This design comes from an exercise in tuning for small area on the open sky130 flow, not from production work. The RTL was checked by simulation tests, not by an equivalence proof against the original design. Power and IR drop assume default switching activity.

==> inputs of job 5720 <==
// pdp8_trace_capture
module pdp8_trace_capture #(
    parameter int unsigned DEPTH  = 64,
    parameter int unsigned WORD_W = 12,
    parameter int unsigned LOST_W = 16
) (
    input  logic                     clk,
    input  logic                     reset,
    input  logic                     trace_en,
    input  logic                     mode_wrap,
    input  logic                     inst_valid,
    input  logic [WORD_W-1:0]        inst_pc,
    input  logic [WORD_W-1:0]        inst_ir,
    input  logic [WORD_W-1:0]        inst_ac,
    input  logic                     inst_lk,
    input  logic                     mem_valid,
    input  logic [WORD_W-1:0]        mem_addr,
    input  logic [WORD_W-1:0]        mem_data,
    input  logic                     mem_we,
    input  logic                     mem_ifetch,
    input  logic                     br_valid,
    input  logic [WORD_W-1:0]        br_pc,
    input  logic [WORD_W-1:0]        br_target,
    input  logic [1:0]               br_kind,
    input  logic                     br_taken,
    output logic                     out_valid,
    input  logic                     out_ready,
    output logic [2+3*WORD_W+4-1:0]  out_data,
    output logic [$clog2(DEPTH):0]   count,
    output logic [LOST_W-1:0]        lost_count
);
clock: 6.0 ns
lec_check: 0
cap_margin: 20
core_margin: 2
core_utilization: 58
cts_buf_list: sky130_fd_sc_hd__clkbuf_8
cts_cluster_diameter: 80
cts_cluster_size: 16
place_density: 0.72
slew_margin: 20
synth_hierarchical: 1
synth_minimum_keep_size: 0
standard.sh (not shown) runs the stock make flow with config.mk's settings and CLKGATE_MAP_FILE= SYNTH_SCRIPT=/design/flow/synth_recipe.tcl, a recipe that flattens the netlist after the stock synthesis.
==> flow/flow/run.sh <==
#!/bin/bash
# The standard layout, with the smallest plain buffer for the port buffers
# (one buffer on every input and output port, as the standard flow places them).
set -euo pipefail
bash standard.sh BUFFER_PORTS_ARGS="-buffer_cell sky130_fd_sc_hd__buf_1" finish > standard_make.log 2>&1
==> job 9909 (differences from job 5720) <==
--- a/flow/config.mk
+++ b/flow/config.mk
@@ -8,9 +8,9 @@
 export CAP_MARGIN = 20
 export CORE_MARGIN = 2
-export CORE_UTILIZATION = 58
+export CORE_UTILIZATION = 40
 export CTS_BUF_LIST = sky130_fd_sc_hd__clkbuf_8
 export CTS_CLUSTER_DIAMETER = 80
-export CTS_CLUSTER_SIZE = 16
-export PLACE_DENSITY = 0.72
+export CTS_CLUSTER_SIZE = 14
+export PLACE_DENSITY = 0.55
 export SLEW_MARGIN = 20
 export SYNTH_HIERARCHICAL = 1
==> impl_metrics.py <==
metrics = {
    "outcome": {
        "run_status": "finished clean",
    },
    "final_layout": {
        "multi_input_area_share": 0.322,
        "signal_buffers": 417,
        "nets": 8791,
    },
    "clock_network": {
        "clock_latency_ps": 990,
    },
    "sta": {
        "period_share": 0.973,
    },
    "floorplanning": {
        "core.rowCount": 140,
    },
    "worst_hold_path": {
        "min_to": "ring_q[2439]",
    },
    "critical_path": {
        "worstSetupPathDepth": 9,
        "timing.rr.start": "count_q[1]",
    },
    "place": {
        "placed_area_um2": 87700,
    },
}
That was job 5720.
==> impl_metrics.py <==
metrics = {
    "sta": {
        "period_share": 0.968,
    },
    "critical_path": {
        "timing.rr.start": "count_q[0]",
        "worstSetupPathDepth": 10,
    },
    "place": {
        "placed_area_um2": 89400,
    },
    "outcome": {
        "run_status": "finished clean",
    },
    "final_layout": {
        "signal_buffers": 446,
        "nets": 8845,
        "multi_input_area_share": 0.317,
        "multi_input_area_um2": 29300,
    },
    "clock_network": {
        "clock_latency_ps": 1070,
    },
    "pwr": {
        "power_density_nw_per_um2": 485,
    },
    "worst_hold_path": {
        "min_to": "hold_i_q[8]",
    },
    "floorplanning": {
        "core.rowCount": 169,
    },
}
That was job 9909.


==> inputs of 10-21 <==
==> flow/design.v <==
module pdp8_trace_capture #(
    parameter int unsigned DEPTH  = 64,
    parameter int unsigned WORD_W = 12,
    parameter int unsigned LOST_W = 16
) (
    input  logic                     clk,
    input  logic                     reset,
    input  logic                     trace_en,
    input  logic                     mode_wrap,
    input  logic                     inst_valid,
    input  logic [WORD_W-1:0]        inst_pc,
    input  logic [WORD_W-1:0]        inst_ir,
    input  logic [WORD_W-1:0]        inst_ac,
    input  logic                     inst_lk,
    input  logic                     mem_valid,
    input  logic [WORD_W-1:0]        mem_addr,
    input  logic [WORD_W-1:0]        mem_data,
    input  logic                     mem_we,
    input  logic                     mem_ifetch,
    input  logic                     br_valid,
    input  logic [WORD_W-1:0]        br_pc,
    input  logic [WORD_W-1:0]        br_target,
    input  logic [1:0]               br_kind,
    input  logic                     br_taken,
    output logic                     out_valid,
    input  logic                     out_ready,
    output logic [2+3*WORD_W+4-1:0]  out_data,
    output logic [$clog2(DEPTH):0]   count,
    output logic [LOST_W-1:0]        lost_count
);
    localparam int unsigned PTR_W = $clog2(DEPTH);
    localparam int unsigned NS    = DEPTH + 1;            
    localparam int unsigned POS_W = $clog2(NS);           
    localparam int unsigned W     = 2 + 3 * WORD_W;       
    localparam int unsigned HI_W  = 3 * WORD_W + 1;       
    localparam int unsigned HM_W  = 2 * WORD_W + 2;       
    localparam int unsigned HB_W  = 2 * WORD_W + 3;       
    localparam logic [PTR_W:0] FULL_CNT = (PTR_W + 1)'(DEPTH);
    localparam logic [1:0] CH_INST = 2'd0;
    localparam logic [1:0] CH_MEM  = 2'd1;
    localparam logic [1:0] CH_BR   = 2'd2;
    logic [2:0]         hold_v_q, hold_v_d;
    logic [HI_W-1:0]    hold_i_q;
    logic [HM_W-1:0]    hold_m_q;
    logic [HB_W-1:0]    hold_b_q;
    logic [1:0]         rr_q, rr_d;
    logic [PTR_W:0]     count_q, count_d;
    logic [LOST_W-1:0]  lost_q, lost_d;
    logic [POS_W-1:0]   rd_q, rd_d, wp_q, wp_d;
    logic               phase_q;
    logic [7:0]         rlo_q, rlo_d;             
    logic [8:0]         rhi_q, rhi_d;             
    logic [2:0]         ev_valid, load;
    logic               full, pop, push_ok, push, overwrite;
    logic [5:0]         prio;
    logic [1:0]         gnt_ch;
    logic [2:0]         gnt_oh;
    logic [2:0]         lost_inc;
    logic [LOST_W:0]    lost_sum;
    assign ev_valid = {br_valid & trace_en, mem_valid & trace_en, inst_valid & trace_en};
    assign full    = (count_q == FULL_CNT);
    assign pop     = (count_q != '0) & out_ready;
    assign push_ok = ~full | pop | mode_wrap;
    always_comb begin
        case (rr_q)
            CH_INST: prio = {CH_BR, CH_MEM, CH_INST};
            CH_MEM:  prio = {CH_INST, CH_BR, CH_MEM};
            default: prio = {CH_MEM, CH_INST, CH_BR};
        endcase
        gnt_ch = prio[1:0];
        if (hold_v_q[prio[1:0]])      gnt_ch = prio[1:0];
        else if (hold_v_q[prio[3:2]]) gnt_ch = prio[3:2];
        else                          gnt_ch = prio[5:4];
        push      = push_ok & (|hold_v_q);
        gnt_oh    = push ? (3'b001 << gnt_ch) : 3'b000;
        overwrite = push & full & ~pop;
    end
    always_comb begin
        hold_v_d = hold_v_q;
        lost_inc = overwrite ? 3'd1 : 3'd0;
        for (int i = 0; i < 3; i++) begin
            load[i] = 1'b0;
            if (gnt_oh[i]) hold_v_d[i] = 1'b0;
            if (ev_valid[i]) begin
                if (!hold_v_q[i] || gnt_oh[i]) begin
                    hold_v_d[i] = 1'b1;
                    load[i]     = 1'b1;
                end else begin
                    lost_inc = lost_inc + 3'd1;
                end
            end
        end
        rr_d    = push ? ((gnt_ch == CH_BR) ? CH_INST : gnt_ch + 2'd1) : rr_q;
        count_d = count_q;
        if (push && !pop && !full) count_d = count_q + (PTR_W + 1)'(1);
        else if (pop && !push)     count_d = count_q - (PTR_W + 1)'(1);
        lost_sum = {1'b0, lost_q} + {{(LOST_W - 2){1'b0}}, lost_inc};
        lost_d   = lost_sum[LOST_W] ? {LOST_W{1'b1}} : lost_sum[LOST_W-1:0];
    end
    function automatic logic [POS_W-1:0] step(input logic [POS_W-1:0] p, input logic two);
        logic [POS_W:0] s;
        s = {1'b0, p} + (POS_W + 1)'(1) + (POS_W + 1)'(two);
        if (s >= (POS_W + 1)'(NS)) s = s - (POS_W + 1)'(NS);
        step = s[POS_W-1:0];
    endfunction
    assign rd_d = step(rd_q, pop | overwrite);
    assign wp_d = step(wp_q, push);
    assign rlo_d = 8'b1 << rd_d[2:0];
    assign rhi_d = (count_d != '0) ? (9'b1 << rd_d[POS_W-1:3]) : 9'b0;
    always_ff @(posedge clk) begin
        if (reset) begin
            hold_v_q <= '0;
            rr_q     <= CH_INST;
            count_q  <= '0;
            lost_q   <= '0;
            rd_q     <= '0;
            rlo_q    <= '0;
            rhi_q    <= '0;
            wp_q     <= POS_W'(1);
            phase_q  <= 1'b0;
        end else begin
            hold_v_q <= hold_v_d;
            rr_q     <= rr_d;
            count_q  <= count_d;
            lost_q   <= lost_d;
            rd_q     <= rd_d;
            rlo_q    <= rlo_d;
            rhi_q    <= rhi_d;
            wp_q     <= wp_d;
            phase_q  <= ~phase_q;
        end
    end
    always_ff @(posedge clk) begin
        if (load[0]) hold_i_q <= {inst_lk, inst_pc, inst_ir, inst_ac};
        if (load[1]) hold_m_q <= {mem_we, mem_addr, mem_data, mem_ifetch};
        if (load[2]) hold_b_q <= {br_taken, br_pc, br_target, br_kind};
    end
    logic [W-1:0] wdata, wbus;
    logic [2:0][W-1:0] bus;
    logic [NS-1:0] wdec, nwe;
    logic [NS-1:0][W-1:0] ring_q, ring_d;
    always_comb begin
        wdata = '0;
        if (gnt_oh[0]) wdata = wdata | {1'b1, hold_i_q};
        if (gnt_oh[1]) wdata = wdata | {1'b0, hold_m_q[HM_W-1:1], 8'b0, 2'd1, hold_m_q[0], 1'b0};
        if (gnt_oh[2]) wdata = wdata | {1'b0, hold_b_q[HB_W-1:2], 8'b0, 2'd2, hold_b_q[1:0]};
    end
    assign wbus = wdata ^ {W{phase_q}};
    function automatic int color(input int i);
        color = (i == NS - 1) ? 2 : (i % 2);
    endfunction
    always_comb begin
        for (int c = 0; c < 3; c++) bus[c] = '0;
        for (int i = 0; i < NS; i++) begin
            wdec[i] = (wp_q == POS_W'(i));
            if (push && wdec[i]) bus[color(i)] = wbus;
        end
        for (int i = 0; i < NS; i++)
            nwe[i] = ~(wdec[i] | (push & wdec[(i + NS - 1) % NS]));
        for (int i = 0; i < NS; i++)
            ring_d[i] = ~(({W{nwe[i]}} | bus[color(i)]) & ring_q[(i + NS - 1) % NS]);
    end
    always_ff @(posedge clk) begin
        ring_q <= ring_d;
    end
    logic [NS-1:0] rseln;
    logic [W-1:0]  z, rent;
    logic          pv;
    always_comb begin
        for (int i = 0; i < NS; i++)
            rseln[i] = ~(rlo_q[i % 8] & rhi_q[i / 8]);
    end
    for (genvar b = 0; b < W; b++) begin : g_col
        logic [NS-1:0] d;
        for (genvar i = 0; i < NS; i++) begin : g_d
            assign d[i] = ring_q[i][b];
        end
        pdp8_trace_rdcol u_col (.seln(rseln), .d(d), .z(z[b]));
    end
    assign pv   = ~phase_q & out_valid;
    assign rent = z ^ {W{pv}};
    assign out_valid  = (count_q != '0);
    assign out_data   = {rent[37] ? 2'b00 : rent[3:2],
                         rent[35:12],
                         rent[11:4], rent[37] ? rent[3:0] : 4'b0000,
                         rent[36], rent[37] ? 2'b00 : rent[1:0], 1'b0};
    assign count      = count_q;
    assign lost_count = lost_q;
endmodule
module pdp8_trace_rdcol (
    input  logic [64:0] seln,
    input  logic [64:0] d,
    output logic        z
);
    logic [31:0] p;
    logic [15:0] q;
    logic [3:0]  r;
    logic [2:0]  s;
    for (genvar j = 0; j < 32; j++) begin : g_p
        pdp8_trace_o22ai u_p (.a1(seln[2*j]), .a2(d[2*j]), .b1(seln[2*j+1]), .b2(d[2*j+1]), .y(p[j]));
    end
    for (genvar k = 0; k < 16; k++) begin : g_q
        pdp8_trace_nor2 u_q (.a(p[2*k]), .b(p[2*k+1]), .y(q[k]));
    end
    for (genvar m = 0; m < 4; m++) begin : g_r
        pdp8_trace_nand4 u_r (.a(q[4*m]), .b(q[4*m+1]), .c(q[4*m+2]), .d(q[4*m+3]), .y(r[m]));
    end
    pdp8_trace_nor2  u_s0 (.a(r[0]), .b(r[1]), .y(s[0]));
    pdp8_trace_nor2  u_s1 (.a(r[2]), .b(r[3]), .y(s[1]));
    pdp8_trace_or2   u_s2 (.a(seln[64]), .b(d[64]), .y(s[2]));
    pdp8_trace_nand3 u_z  (.a(s[0]), .b(s[1]), .c(s[2]), .y(z));
endmodule
module pdp8_trace_o22ai (input logic a1, a2, b1, b2, output logic y);
    assign y = ~((a1 | a2) & (b1 | b2));
endmodule
module pdp8_trace_nor2 (input logic a, b, output logic y);
    assign y = ~(a | b);
endmodule
module pdp8_trace_or2 (input logic a, b, output logic y);
    assign y = a | b;
endmodule
module pdp8_trace_nand3 (input logic a, b, c, output logic y);
    assign y = ~(a & b & c);
endmodule
module pdp8_trace_nand4 (input logic a, b, c, d, output logic y);
    assign y = ~(a & b & c & d);
endmodule
==> flow/flow/run.sh <==
#!/bin/bash
# The standard layout, with the smallest plain buffer for the port buffers
# (one buffer on every input and output port, as the standard flow places them).
set -euo pipefail
bash standard.sh BUFFER_PORTS_ARGS="-buffer_cell sky130_fd_sc_hd__buf_1" finish > standard_make.log 2>&1
==> flow/standard.sh <==
#!/bin/bash
# synth_recipe.tcl (not shown) runs the flow's synth.tcl, then flattens the netlist and writes it again
# the make line also repeats each setting of config.mk as NAME=value (left out here)
make -C /OpenROAD-flow-scripts/flow DESIGN_CONFIG=/design/flow/config.mk WORK_HOME=/design/flow/orfs CLKGATE_MAP_FILE= SYNTH_SCRIPT=/design/flow/synth_recipe.tcl "${@:-finish}"
==> flow/config.mk <==
export PLATFORM = sky130hd
export DESIGN_NAME = pdp8_trace_capture
export DESIGN_NICKNAME = pdp8_trace_capture
export VERILOG_FILES = /design/flow/design.v
export SDC_FILE = /design/flow/constraint.sdc
export NUM_CORES = 4
export LEC_CHECK = 0
export CAP_MARGIN = 20
export CORE_MARGIN = 2
export CORE_UTILIZATION = 50
export CTS_BUF_LIST = sky130_fd_sc_hd__clkbuf_8
export CTS_CLUSTER_DIAMETER = 80
export CTS_CLUSTER_SIZE = 14
export PLACE_DENSITY = 0.65
export SLEW_MARGIN = 20
export SYNTH_HIERARCHICAL = 1
export SYNTH_MINIMUM_KEEP_SIZE = 0
==> flow/constraint.sdc <==
create_clock -name core_clock -period 6.0 [get_ports {clk}]
set_input_delay 1.2000 -clock core_clock [delete_from_list [all_inputs] [get_ports {clk}]]
set_output_delay 1.2000 -clock core_clock [all_outputs]
set_load 0.01 [all_outputs]
==> 07-02: changes against 10-21 <==
==> flow/run.sh (new file) <==
#!/bin/bash
# synth_recipe.tcl (not shown) runs the flow's synth.tcl, then flattens the netlist and writes it again
# the make line also repeats each setting of config.mk as NAME=value (left out here)
make -C /OpenROAD-flow-scripts/flow DESIGN_CONFIG=/design/flow/config.mk WORK_HOME=/design/flow/orfs CLKGATE_MAP_FILE= SYNTH_SCRIPT=/design/flow/synth_recipe.tcl finish
- CORE_UTILIZATION: 50 -> 40
- CTS_CLUSTER_DIAMETER: 80 -> 60
- CTS_CLUSTER_SIZE: 14 -> 12
- PLACE_DENSITY: 0.65 -> 0.55
- SETUP_SLACK_MARGIN: unset -> 0.2
removed: flow/flow/run.sh
removed: flow/standard.sh
==> Implementation_results.wiki <==
{| class="wikitable"
! Metric !! Value
|-
| Result of the run || complete, no violations
|-
| Vias in the first global route || approximately 70000
|-
| Worst hold slack || about 350 ps
|-
| Hold EP || ring_q[428]$_DFF_P_
|-
| Footprint of the multi-input gates || between 0.02 and 0.03 sq mm
|-
| Layout Cells excl Fill || 10970
|-
| Internal power || between 30000 and 40000 uW
|-
| Placeable core area || approximately 0.17 sq mm
|-
| Post-route standard cell area excluding fillers || between 0.09 and 0.1 sq mm
|-
| Count of plain and timing-repair buffers in the layout || roughly 440
|-
| Fin worst setup slack || 204.0 ps
|-
| Worst-Margin Slew || 1272 ps
|-
| DR iter-0 viols || about 9000
|}
the above is filed under 10-21

==> Implementation_results.wiki <==
{| class="wikitable"
! Metric !! Value
|-
| Result of the run || complete, no violations
|-
| Footprint of the multi-input gates || just under 0.03 sq mm
|-
| Hold EP || ring_q[2393]$_DFF_P_
|-
| DR iter-0 viols || a little under 8000
|-
| Worst hold slack || around 370 ps
|-
| Count of plain and timing-repair buffers in the layout || between 500 and 600
|-
| Post-route standard cell area excluding fillers || ~0.095 sq mm
|-
| Placeable core area || between 0.2 and 0.25 sq mm
|-
| Internal power || about 32000 uW
|-
| Worst-Margin Slew || roughly 1200 ps
|-
| Fin worst setup slack || around 270 ps
|}
the above is filed under 07-02

==> afterwards: timing with drivers on the ports <==
No port has a modelled driver above. Below, the same layouts with a new extraction and two added sets of constraints. Step 1: set_driving_cell puts a clkbuf_16 on clk and a buf_2 on each other input, an assumption about the parent block. Step 2 times the ports against the registers' clock, not the clock port: input delays grow and output delays shrink by t, the midpoint of the rising clock arrivals with the driver on. Three values: ideal, step 1, step 2; two values: the first two.
run	t (ns)	slack for setup (ns)	hold slack, ns	worst register clock-pin slew, ns
job 5720	1.036	0.161 / 0.087 / 0.467	0.361 / 0.336 / 0.361	0.11 / 0.11
job 9909	1.110	0.191 / 0.105 / 0.279	0.323 / 0.266 / 0.356	0.10 / 0.10
10-21	1.060	0.204 / 0.123 / 0.601	0.349 / 0.296 / 0.349	0.10 / 0.10
07-02	1.105	0.270 / 0.192 / 0.343	0.374 / 0.374 / 0.374	0.09 / 0.09
After both steps setup and hold are still met in every run listed.
